From an optimization exercise on the open Yosys and OpenROAD flow, aimed at a short achievable clock period and few clock cycles; shortcuts taken in it are not production practice. In this exercise RTL edits were held to simulation tests only and were not proved equivalent to the original.

[design/flow/run.sh]
#!/bin/bash
# synth_recipe.tcl (not shown) runs the flow's synth.tcl, then flattens the netlist and writes it again
# the make line also repeats each setting of config.mk as NAME=value (left out here)
make -C /OpenROAD-flow-scripts/flow DESIGN_CONFIG=/design/flow/config.mk WORK_HOME=/design/flow/orfs CLKGATE_MAP_FILE= SYNTH_SCRIPT=/design/flow/synth_recipe.tcl finish
[design/flow/constraint.sdc]
create_clock -name core_clock -period 14.0 [get_ports {clk_i}]
set_input_delay 2.8000 -clock core_clock [delete_from_list [all_inputs] [get_ports {clk_i}]]
set_output_delay 2.8000 -clock core_clock [all_outputs]
set_load 0.01 [all_outputs]
[design/flow/design.v]
package core_pkg;
  localparam int XLEN     = 32;
  localparam int NUM_REGS = 32;
  localparam logic [6:0] OP_ALU    = 7'b0110011;
  localparam logic [6:0] OP_ALUI   = 7'b0010011;
  localparam logic [6:0] OP_LOAD   = 7'b0000011;
  localparam logic [6:0] OP_STORE  = 7'b0100011;
  localparam logic [6:0] OP_BRANCH = 7'b1100011;
  localparam logic [6:0] OP_JAL    = 7'b1101111;
  localparam logic [6:0] OP_JALR   = 7'b1100111;
  localparam logic [6:0] OP_LUI    = 7'b0110111;
  localparam logic [6:0] OP_AUIPC  = 7'b0010111;
  localparam logic [6:0] OP_FENCE  = 7'b0001111;
  localparam logic [6:0] OP_SYSTEM = 7'b1110011;
  typedef enum logic [5:0] {
    OP_ALU_ADD,
    OP_ALU_SUB,
    OP_ALU_SLL,
    OP_ALU_SLT,
    OP_ALU_SLTU,
    OP_ALU_XOR,
    OP_ALU_SRL,
    OP_ALU_SRA,
    OP_ALU_OR,
    OP_ALU_AND,
    OP_ALU_NOP
  } alu_op_e;
  typedef enum logic [2:0] {
    BRANCH_BEQ,
    BRANCH_BNE,
    BRANCH_BLT,
    BRANCH_BGE,
    BRANCH_BLTU,
    BRANCH_BGEU,
    BRANCH_JAL_JALR
  } branch_op_e;
  typedef enum logic [1:0] {
    RES_ALU,
    RES_PC4,
    RES_MEM
  } result_sel_e;
  typedef struct packed {
    logic [6:0] funct7;
    logic [4:0] rs2;
    logic [4:0] rs1;
    logic [2:0] funct3;
    logic [4:0] rd;
    logic [6:0] opcode;
  } r_fmt_t;
  typedef struct packed {
    logic [11:0] imm_11_0;
    logic [4:0]  rs1;
    logic [2:0]  funct3;
    logic [4:0]  rd;
    logic [6:0]  opcode;
  } i_fmt_t;
  typedef struct packed {
    logic [6:0] imm_11_5;
    logic [4:0] rs2;
    logic [4:0] rs1;
    logic [2:0] funct3;
    logic [4:0] imm_4_0;
    logic [6:0] opcode;
  } s_fmt_t;
  typedef struct packed {
    logic       imm_12;
    logic [5:0] imm_10_5;
    logic [4:0] rs2;
    logic [4:0] rs1;
    logic [2:0] funct3;
    logic [3:0] imm_4_1;
    logic       imm_11;
    logic [6:0] opcode;
  } b_fmt_t;
  typedef struct packed {
    logic [19:0] imm_31_12;
    logic [4:0]  rd;
    logic [6:0]  opcode;
  } u_fmt_t;
  typedef struct packed {
    logic       imm_20;
    logic [9:0] imm_10_1;
    logic       imm_11;
    logic [7:0] imm_19_12;
    logic [4:0] rd;
    logic [6:0] opcode;
  } j_fmt_t;
  typedef union packed {
    r_fmt_t r_fmt;
    i_fmt_t i_fmt;
    s_fmt_t s_fmt;
    b_fmt_t b_fmt;
    u_fmt_t u_fmt;
    j_fmt_t j_fmt;
  } inst_u;
  typedef struct packed {
    logic        pc_en;
    logic        branch;
    branch_op_e  branch_op;
    result_sel_e result_sel;
    logic        mem_write;
    logic        mem_read;
    logic        alu_src_a;    
    logic        alu_src_b;    
    logic        reg_write;
    alu_op_e     alu_op;
    logic [4:0]  rs1_addr;
    logic [4:0]  rs2_addr;
    logic [4:0]  rd_addr;
  } ctrl_t;
  typedef struct packed {
    logic [XLEN-1:0] addr;
    logic [XLEN-1:0] wdata;
    logic            we;
    logic            re;
  } dmem_req_t;
endpackage
`timescale 1ns/1ps
module core_alu (
  input  logic [core_pkg::XLEN-1:0] operand_a_i,
  input  logic [core_pkg::XLEN-1:0] operand_b_i,
  input  core_pkg::alu_op_e         alu_op_i,
  input  logic [core_pkg::XLEN-1:0] cmp_a_i,
  input  logic [core_pkg::XLEN-1:0] cmp_b_i,
  input  core_pkg::branch_op_e      branch_op_i,
  output logic [core_pkg::XLEN-1:0] result_o,
  output logic                      branch_taken_o
);
  logic [4:0] shamt;
  logic       lt_signed;
  logic       lt_unsigned;
  assign shamt       = operand_b_i[4:0];
  assign lt_signed   = $signed(operand_a_i) < $signed(operand_b_i);
  assign lt_unsigned = operand_a_i < operand_b_i;
  always_comb
  begin
    case (alu_op_i)
      core_pkg::OP_ALU_ADD:  result_o = operand_a_i + operand_b_i;
      core_pkg::OP_ALU_SUB:  result_o = operand_a_i - operand_b_i;
      core_pkg::OP_ALU_SLL:  result_o = operand_a_i << shamt;
      core_pkg::OP_ALU_SLT:  result_o = {{(core_pkg::XLEN-1){1'b0}}, lt_signed};
      core_pkg::OP_ALU_SLTU: result_o = {{(core_pkg::XLEN-1){1'b0}}, lt_unsigned};
      core_pkg::OP_ALU_XOR:  result_o = operand_a_i ^ operand_b_i;
      core_pkg::OP_ALU_SRL:  result_o = operand_a_i >> shamt;
      core_pkg::OP_ALU_SRA:  result_o = $unsigned($signed(operand_a_i) >>> shamt);
      core_pkg::OP_ALU_OR:   result_o = operand_a_i | operand_b_i;
      core_pkg::OP_ALU_AND:  result_o = operand_a_i & operand_b_i;
      default:               result_o = '0;    
    endcase
  end
  always_comb
  begin
    case (branch_op_i)
      core_pkg::BRANCH_BEQ:      branch_taken_o = (cmp_a_i == cmp_b_i);
      core_pkg::BRANCH_BNE:      branch_taken_o = (cmp_a_i != cmp_b_i);
      core_pkg::BRANCH_BLT:      branch_taken_o = $signed(cmp_a_i) < $signed(cmp_b_i);
      core_pkg::BRANCH_BGE:      branch_taken_o = $signed(cmp_a_i) >= $signed(cmp_b_i);
      core_pkg::BRANCH_BLTU:     branch_taken_o = cmp_a_i < cmp_b_i;
      core_pkg::BRANCH_BGEU:     branch_taken_o = cmp_a_i >= cmp_b_i;
      core_pkg::BRANCH_JAL_JALR: branch_taken_o = 1'b1;    
      default:                   branch_taken_o = 1'b0;
    endcase
  end
endmodule
`timescale 1ns/1ps
module core_regfile (
  input  logic                      clk_i,
  input  logic                      rstn_i,
  input  logic [4:0]                rs1_addr_i,
  input  logic [4:0]                rs2_addr_i,
  input  logic [4:0]                rd_addr_i,
  input  logic                      we_i,
  input  logic [core_pkg::XLEN-1:0] wdata_i,
  output logic [core_pkg::XLEN-1:0] rs1_data_o,
  output logic [core_pkg::XLEN-1:0] rs2_data_o
);
  logic [core_pkg::XLEN-1:0] regs [core_pkg::NUM_REGS];
  always_ff @(posedge clk_i or negedge rstn_i)
  begin
    if (!rstn_i)
    begin
      for (int i = 0; i < core_pkg::NUM_REGS; i++)
        regs[i] <= '0;
    end
    else if (we_i && (rd_addr_i != '0))    
      regs[rd_addr_i] <= wdata_i;
  end
  assign rs1_data_o = regs[rs1_addr_i];
  assign rs2_data_o = regs[rs2_addr_i];
endmodule
`timescale 1ns/1ps
module core_controller (
  input  logic            clk_i,
  input  logic            rstn_i,
  input  core_pkg::inst_u inst_i,
  output core_pkg::inst_u inst_o,
  output core_pkg::ctrl_t ctrl_o
);
  typedef enum logic [1:0] {
    ST_FETCH,
    ST_EXE_1,
    ST_EXE_2
  } state_e;
  state_e               state_q;
  state_e               state_d;
  core_pkg::inst_u      inst_q;
  logic [6:0]           opcode;
  logic [2:0]           funct3;
  logic                 alt_op;
  logic                 two_exe;
  core_pkg::alu_op_e    r_alu_op;
  core_pkg::alu_op_e    i_alu_op;
  core_pkg::branch_op_e br_op;
  assign opcode  = inst_q.r_fmt.opcode;
  assign funct3  = inst_q.r_fmt.funct3;
  assign alt_op  = inst_q.r_fmt.funct7[5];    
  assign two_exe = (opcode == core_pkg::OP_LOAD) || (opcode == core_pkg::OP_JAL) ||
                   (opcode == core_pkg::OP_JALR);
  assign inst_o  = inst_q;
  always_ff @(posedge clk_i or negedge rstn_i)
  begin
    if (!rstn_i)
      state_q <= ST_FETCH;
    else
      state_q <= state_d;
  end
  always_comb
  begin
    case (state_q)
      ST_FETCH: state_d = ST_EXE_1;
      ST_EXE_1: state_d = two_exe ? ST_EXE_2 : ST_FETCH;    
      default:  state_d = ST_FETCH;
    endcase
  end
  always_ff @(posedge clk_i)
  begin
    if (state_q == ST_FETCH)
      inst_q <= inst_i;
  end
  always_comb
  begin
    case ({alt_op, funct3})
      4'b0000: r_alu_op = core_pkg::OP_ALU_ADD;
      4'b1000: r_alu_op = core_pkg::OP_ALU_SUB;
      4'b0001: r_alu_op = core_pkg::OP_ALU_SLL;
      4'b0010: r_alu_op = core_pkg::OP_ALU_SLT;
      4'b0011: r_alu_op = core_pkg::OP_ALU_SLTU;
      4'b0100: r_alu_op = core_pkg::OP_ALU_XOR;
      4'b0101: r_alu_op = core_pkg::OP_ALU_SRL;
      4'b1101: r_alu_op = core_pkg::OP_ALU_SRA;
      4'b0110: r_alu_op = core_pkg::OP_ALU_OR;
      4'b0111: r_alu_op = core_pkg::OP_ALU_AND;
      default: r_alu_op = core_pkg::OP_ALU_NOP;
    endcase
  end
  always_comb
  begin
    case (funct3)
      3'b000:  i_alu_op = core_pkg::OP_ALU_ADD;
      3'b001:  i_alu_op = core_pkg::OP_ALU_SLL;
      3'b010:  i_alu_op = core_pkg::OP_ALU_SLT;
      3'b011:  i_alu_op = core_pkg::OP_ALU_SLTU;
      3'b100:  i_alu_op = core_pkg::OP_ALU_XOR;
      3'b101:  i_alu_op = alt_op ? core_pkg::OP_ALU_SRA : core_pkg::OP_ALU_SRL;
      3'b110:  i_alu_op = core_pkg::OP_ALU_OR;
      default: i_alu_op = core_pkg::OP_ALU_AND;
    endcase
  end
  always_comb
  begin
    case (funct3)
      3'b001:  br_op = core_pkg::BRANCH_BNE;
      3'b100:  br_op = core_pkg::BRANCH_BLT;
      3'b101:  br_op = core_pkg::BRANCH_BGE;
      3'b110:  br_op = core_pkg::BRANCH_BLTU;
      3'b111:  br_op = core_pkg::BRANCH_BGEU;
      default: br_op = core_pkg::BRANCH_BEQ;
    endcase
  end
  always_comb
  begin
    ctrl_o            = '0;
    ctrl_o.branch_op  = core_pkg::BRANCH_BEQ;
    ctrl_o.result_sel = core_pkg::RES_ALU;
    ctrl_o.alu_op     = core_pkg::OP_ALU_ADD;
    ctrl_o.rs1_addr   = inst_q.r_fmt.rs1;
    ctrl_o.rs2_addr   = inst_q.r_fmt.rs2;
    ctrl_o.rd_addr    = inst_q.r_fmt.rd;
    case (state_q)
      ST_EXE_1:
      begin
        ctrl_o.pc_en = !two_exe;    
        case (opcode)
          core_pkg::OP_ALU:
          begin
            ctrl_o.alu_op    = r_alu_op;
            ctrl_o.reg_write = 1'b1;
          end
          core_pkg::OP_ALUI:
          begin
            ctrl_o.alu_op    = i_alu_op;
            ctrl_o.alu_src_b = 1'b1;
            ctrl_o.reg_write = 1'b1;
          end
          core_pkg::OP_LUI:
          begin
            ctrl_o.rs1_addr  = '0;      
            ctrl_o.alu_src_b = 1'b1;
            ctrl_o.reg_write = 1'b1;
          end
          core_pkg::OP_AUIPC:
          begin
            ctrl_o.alu_src_a = 1'b1;
            ctrl_o.alu_src_b = 1'b1;
            ctrl_o.reg_write = 1'b1;
          end
          core_pkg::OP_LOAD:
          begin
            ctrl_o.alu_src_b = 1'b1;
            ctrl_o.mem_read  = 1'b1;    
          end
          core_pkg::OP_STORE:
          begin
            ctrl_o.alu_src_b = 1'b1;
            ctrl_o.mem_write = 1'b1;
          end
          core_pkg::OP_BRANCH:
          begin
            ctrl_o.alu_src_a = 1'b1;    
            ctrl_o.alu_src_b = 1'b1;
            ctrl_o.branch    = 1'b1;
            ctrl_o.branch_op = br_op;
          end
          core_pkg::OP_FENCE, core_pkg::OP_SYSTEM: ctrl_o.alu_op = core_pkg::OP_ALU_NOP;
          default: ;
        endcase
      end
      ST_EXE_2:
      begin
        ctrl_o.pc_en     = 1'b1;
        ctrl_o.alu_src_b = 1'b1;
        ctrl_o.reg_write = 1'b1;
        if (opcode == core_pkg::OP_LOAD)
          ctrl_o.result_sel = core_pkg::RES_MEM;
        else
        begin
          ctrl_o.result_sel = core_pkg::RES_PC4;    
          ctrl_o.alu_src_a  = (opcode == core_pkg::OP_JAL);
          ctrl_o.branch     = 1'b1;
          ctrl_o.branch_op  = core_pkg::BRANCH_JAL_JALR;
        end
      end
      default: ;
    endcase
  end
endmodule
`timescale 1ns/1ps
module core_datapath (
  input  logic                      clk_i,
  input  logic                      rstn_i,
  input  core_pkg::inst_u           inst_i,
  input  core_pkg::ctrl_t           ctrl_i,
  input  logic [core_pkg::XLEN-1:0] rs1_data_i,
  input  logic [core_pkg::XLEN-1:0] rs2_data_i,
  input  logic [core_pkg::XLEN-1:0] alu_result_i,
  input  logic                      branch_taken_i,
  input  logic [core_pkg::XLEN-1:0] dmem_rdata_i,
  output logic [core_pkg::XLEN-1:0] pc_o,
  output logic [core_pkg::XLEN-1:0] alu_a_o,
  output logic [core_pkg::XLEN-1:0] alu_b_o,
  output logic [core_pkg::XLEN-1:0] rd_wdata_o,
  output core_pkg::dmem_req_t       dmem_req_o
);
  logic [core_pkg::XLEN-1:0] pc_q;
  logic [core_pkg::XLEN-1:0] pc_plus4;
  logic [core_pkg::XLEN-1:0] imm;
  logic [core_pkg::XLEN-1:0] target;
  logic [6:0]                opcode;
  assign opcode   = inst_i.r_fmt.opcode;
  assign pc_plus4 = pc_q + 32'd4;
  assign pc_o     = pc_q;
  always_comb
  begin
    case (opcode)
      core_pkg::OP_STORE:
        imm = {{20{inst_i.s_fmt.imm_11_5[6]}}, inst_i.s_fmt.imm_11_5, inst_i.s_fmt.imm_4_0};
      core_pkg::OP_BRANCH:
        imm = {{19{inst_i.b_fmt.imm_12}}, inst_i.b_fmt.imm_12, inst_i.b_fmt.imm_11,
               inst_i.b_fmt.imm_10_5, inst_i.b_fmt.imm_4_1, 1'b0};
      core_pkg::OP_LUI, core_pkg::OP_AUIPC:
        imm = {inst_i.u_fmt.imm_31_12, 12'b0};
      core_pkg::OP_JAL:
        imm = {{11{inst_i.j_fmt.imm_20}}, inst_i.j_fmt.imm_20, inst_i.j_fmt.imm_19_12,
               inst_i.j_fmt.imm_11, inst_i.j_fmt.imm_10_1, 1'b0};
      default:
        imm = {{20{inst_i.i_fmt.imm_11_0[11]}}, inst_i.i_fmt.imm_11_0};    
    endcase
  end
  assign alu_a_o = ctrl_i.alu_src_a ? pc_q : rs1_data_i;
  assign alu_b_o = ctrl_i.alu_src_b ? imm  : rs2_data_i;
  always_comb
  begin
    case (ctrl_i.result_sel)
      core_pkg::RES_PC4: rd_wdata_o = pc_plus4;
      core_pkg::RES_MEM: rd_wdata_o = dmem_rdata_i;
      default:           rd_wdata_o = alu_result_i;
    endcase
  end
  assign dmem_req_o.addr  = alu_result_i;
  assign dmem_req_o.wdata = rs2_data_i;
  assign dmem_req_o.we    = ctrl_i.mem_write;
  assign dmem_req_o.re    = ctrl_i.mem_read;
  always_comb
  begin
    target = alu_result_i;
    if (opcode == core_pkg::OP_JALR)
      target[0] = 1'b0;
  end
  always_ff @(posedge clk_i or negedge rstn_i)
  begin
    if (!rstn_i)
      pc_q <= '0;
    else if (ctrl_i.pc_en)
    begin
      if (ctrl_i.branch && branch_taken_i)
        pc_q <= target;
      else
        pc_q <= pc_plus4;
    end
  end
endmodule
`timescale 1ns/1ps
module core_top (
  input  logic                      clk_i,
  input  logic                      rstn_i,
  output logic [core_pkg::XLEN-1:0] imem_addr_o,
  input  logic [31:0]               imem_data_i,    
  output logic [65:0]               dmem_req_o,     
  input  logic [core_pkg::XLEN-1:0] dmem_rdata_i
);
  core_pkg::inst_u           inst;
  core_pkg::ctrl_t           ctrl;
  logic [core_pkg::XLEN-1:0] rs1_data;
  logic [core_pkg::XLEN-1:0] rs2_data;
  logic [core_pkg::XLEN-1:0] alu_a;
  logic [core_pkg::XLEN-1:0] alu_b;
  logic [core_pkg::XLEN-1:0] alu_result;
  logic [core_pkg::XLEN-1:0] rd_wdata;
  logic                      branch_taken;
  core_pkg::inst_u           imem_data;
  core_pkg::dmem_req_t       dmem_req;
  assign imem_data  = imem_data_i;
  assign dmem_req_o = dmem_req;
  core_controller controller_i (
    .clk_i  (clk_i),
    .rstn_i (rstn_i),
    .inst_i (imem_data),
    .inst_o (inst),
    .ctrl_o (ctrl)
  );
  core_datapath datapath_i (
    .clk_i          (clk_i),
    .rstn_i         (rstn_i),
    .inst_i         (inst),
    .ctrl_i         (ctrl),
    .rs1_data_i     (rs1_data),
    .rs2_data_i     (rs2_data),
    .alu_result_i   (alu_result),
    .branch_taken_i (branch_taken),
    .dmem_rdata_i   (dmem_rdata_i),
    .pc_o           (imem_addr_o),    
    .alu_a_o        (alu_a),
    .alu_b_o        (alu_b),
    .rd_wdata_o     (rd_wdata),
    .dmem_req_o     (dmem_req)
  );
  core_alu alu_i (
    .operand_a_i    (alu_a),
    .operand_b_i    (alu_b),
    .alu_op_i       (ctrl.alu_op),
    .cmp_a_i        (rs1_data),
    .cmp_b_i        (rs2_data),
    .branch_op_i    (ctrl.branch_op),
    .result_o       (alu_result),
    .branch_taken_o (branch_taken)
  );
  core_regfile regfile_i (
    .clk_i      (clk_i),
    .rstn_i     (rstn_i),
    .rs1_addr_i (ctrl.rs1_addr),
    .rs2_addr_i (ctrl.rs2_addr),
    .rd_addr_i  (ctrl.rd_addr),
    .we_i       (ctrl.reg_write),
    .wdata_i    (rd_wdata),
    .rs1_data_o (rs1_data),
    .rs2_data_o (rs2_data)
  );
endmodule
[design/flow/config.mk]
export PLATFORM = sky130hd
export DESIGN_NAME = core_top
export DESIGN_NICKNAME = core_top
export VERILOG_FILES = /design/flow/design.v
export SDC_FILE = /design/flow/constraint.sdc
export NUM_CORES = 4
export LEC_CHECK = 0
export CAP_MARGIN = 20
export CORE_MARGIN = 2
export CORE_UTILIZATION = 35
export SLEW_MARGIN = 20
==> run summary <==
flip-flops by register name, summed over array words and instances (netlist names):
signal,flops
controller_i.state_q,2
datapath_i.pc_q,32
controller_i.r_alu_op,4
controller_i.inst_q,32
regfile_i.regs,1024
kinds of logic after synthesis:
kind of cell / count (synthesis)
fa+ha+maj: 142
simple gates: 2672
mux: 263
buf+inv: 1016
flops: 1094
xor+xnor: 36
compound gates: 3047
synthesized netlist by cell type, types with 34 or more instances:
cell / number / area [um^2]
a2111oi_0: 93 / 815
a211oi_1: 70 / 526
a21o_1: 72 / 541
a21oi_1: 467 / 2340
a221o_1: 65 / 651
a221oi_1: 97 / 850
a22o_1: 104 / 911
a22oi_1: 380 / 2850
a31oi_1: 173 / 1080
a32o_1: 44 / 440
a32oi_1: 42 / 368
and2_1: 38 / 238
and3_1: 102 / 638
and4_1: 38 / 333
buf_1: 60 / 225
buf_2: 182 / 911
clkbuf_1: 577 / 2170
dfrtp_1: 1058 / 26500
ha_1: 140 / 1750
inv_1: 144 / 541
mux2_2: 148 / 1670
mux2i_1: 103 / 1030
nand2_1: 1037 / 3890
nand3_1: 235 / 1180
nand4_1: 82 / 513
nor2_1: 734 / 2760
nor2b_1: 34 / 213
nor3_1: 92 / 460
nor4_1: 74 / 463
o2111a_1: 198 / 2230
o2111ai_1: 36 / 315
o211ai_1: 71 / 533
o21ai_0: 620 / 3100
o21ai_1: 131 / 656
o22ai_1: 90 / 563
critical path, stage by stage, from the launching register on:
cell and delay, ps:
dfrtp_1 410, inv_1 100, ha_1 400, and4bb_2 1060
buf_4 470, a21oi_4 260, buf_4 430, buf_4 330
and3_1 200, a2111oi_0 370, a31oi_1 310, buf_4 280
mux2i_2 580, inv_1 190, ha_1 430, or2_2 370
or4_1 510, o31ai_1 820, o31a_1 280, a21boi_0 180
o31ai_1 300, mux2i_1 120, nor4b_1 390, nand3_1 310
clkdlybuf4s50_1 590
per-layer routing:
layer	vias up	share of wire	routed length [um]	GRT usage
li1	30900	-	-	-
met1	39400	0.35	177000	0.560
met2	7582	0.40	203000	0.669
met3	2569	0.13	68200	0.189
met4	41	0.12	58800	0.444
met5	-	0.00076	387	0.00700
layout make-up:
type	count	area (um^2)
Timing Repair Buffer	587	5030
Inverter	161	604
Clock inverter	61	768
Fill cell	20200	119000
Clock buffer	166	3460
Antenna cell	42	105
Multi-Input combinational cell	6160	40000
Tap cell	2656	3320
Sequential cell	1094	27500
final timing paths:
path	slack, ps	from	endpoint	cells past startpoint
worst max-delay path	530	controller_i.state_q[1]	dmem_req_o[65]	24
worst min-delay path	380	regfile_i.regs[0][25]	regfile_i.regs[0][25]	0
worst max register to register	3440	controller_i.state_q[1]	datapath_i.pc_q[13]	26
worst min register to register	380	regfile_i.regs[0][25]	regfile_i.regs[0][25]	0
max in group asynchronous	9470	rstn_i	regfile_i.regs[4][13]	3
min in group asynchronous	2030	rstn_i	regfile_i.regs[3][16]	1
metrics by stage:
step           setup WS (ps)  std cells  area (um^2)  utilization
4_1_cts                  837      10900        80600        0.403
3_3_place_gp            1420      10700        76400        0.382
3_5_place_dp            1700      10700        76400        0.382
2_1_floorplan           4780       8270        70600            -
6_report                 535      10900        80800        0.404
5_1_grt                  383      10900        80700        0.403
==> impl_results.md <==
* Status: timing/DRC/antenna clean
* Worst slew margin at 0.0451
* Yosys warnings at 5
* Startpoint types: flip-flop
* Drt wl/cell at approximately 46 um
* TritonCTS clock tree: yes
* # nets final at around 8,300
* Vias in the first global route at 74,000
* Clk buf depth at 3
* Leading cell type in the layout, fill and taps excluded: dfrtp_1
* Initial DRT Pass Iterations at 10
* # rows at approximately 160
* #FFs+latches synth at 1,094
* Post-DRT Antenna Nets at 0
* Post-synthesis net count at around 8,500
* Post-CTS setup buffer count at 0
* GRT overflow at 0
* Final Hold Vio Count at 0
* Routed WL at between 500,000 and 600,000 um
* Hold slack at ~380 ps
* CTS Hold Bufs at 0
* Nature of the critical path endpoint: output pin
* CORE AREA at around 200,000 um^2
* Starting DRT DRC Count at between 10,000 and 15,000
* Resized Gates After CTS at 0
* Async set or reset register ratio after synthesis at 0.967
* Layout cell share with drive strength beyond 1 at 0.130
* Maxcap violations at 0
* Clock-pin slew on the worst setup and hold paths at 60 ps
* Tot GR Track Use at 0.480
* CTS Buf Count at about 120
* RSZ-0062 raised after global routing: no
* Number of synthesized flops with an enable pin at 32
* Mapped Area at between 70,000 and 80,000 um^2
* I/O pins at 164
* Sequential share of the synthesized area at 0.390
* Synth Instances at slightly above 8,000
* Area delta synth->final at 14.4%
* CTS H-tree depth at 3
* Clk root buf: clkbuf_16
* Critical path class: reg -> out
* DR vias/cell at ~7.4
* Synth Area in Adders at 0.0254
* Sink Count at about 1,100
* Unique cell type count in the Yosys netlist at between 100 and 150
* Post-synthesis compound-gate area fraction at 0.305
* CP arrival at 10,670 ps
* First-pass GRT wire length at ~670,000 um
* Critical Path RT at ~11,000 ps
* Multiplexer area fraction after synthesis at 0.0410
* Drc violations at 0
* Synth Area per Inst at around 8.5 um^2
* Post-synthesis simple-gate area fraction at 0.174
* Clk Latency, worst-skew pair at approximately 850 ps
* Die area at 205,000 um^2
* Tcrit/Tclk final at 0.962
* Hold Crit Class: reg -> reg
* Starting density of the core at 0.353
* Combinational family with the most area after synthesis: compound AO/OA/AOI/OAI gates
* Commonest non-fill, non-tap cells in the layout: dfrtp_1, nand2_1, nor2_1
* Die Wd at ~450 um
* Largest net degree at the start of global routing at between 150 and 200
* Crit Path Max Fanout at 27
* Routability congestion estimate at 1.09
* HPWL after DPL at between 300,000 and 400,000 um
* Minimum clock period at 13,470 ps
* Synth Area in XOR/XNOR at 0.00447
* Clk_skew at a little under 80 ps
* Synth Flop Type: dfrtp_1
* Setup TNS at 0 ps
* # port buffers at roughly 160
* Initial antenna violation count at 55
* Max Clk Rate at between 70 and 80 MHz
* Final setup fails at 0
* Worst-Margin Slew at ~1400 ps
* Via count at just over 80,000
* Die H at 453 um
* Max Slew Vio Count at 0
Testbench counts, summed over its fixed seeds: cycles 58,034.

afterwards: timing with drivers on the ports:
The flow's constraints put no driver on any port. The routed layout listed below was extracted and timed again, unchanged, in two steps.
Step 1, drivers: a clkbuf_16 drives clk_i and a buf_2 each remaining input, both assumed.
Step 2 adds t to the input delays and takes it off the output delays; t is the mean of the earliest and latest rising clock arrival at the registers after step 1. Input paths then give back, and output paths get back, about the clock's delay inside the block.
Three values: ideal ports, drivers, drivers and shift; two values: the first two.
t, ns: 0.895
slack for setup (ns): 0.535 / 0.446 / 1.342
worst setup path at the end: register to output
clock arrival spread, ns: 0.079 / 0.079
slew at the worst register clock pin (ns): 0.08 / 0.08
After both steps this run still meets setup and hold. For this run, drivers alone change the setup slack by -0.089 ns; drivers and shift together by +0.807 ns.
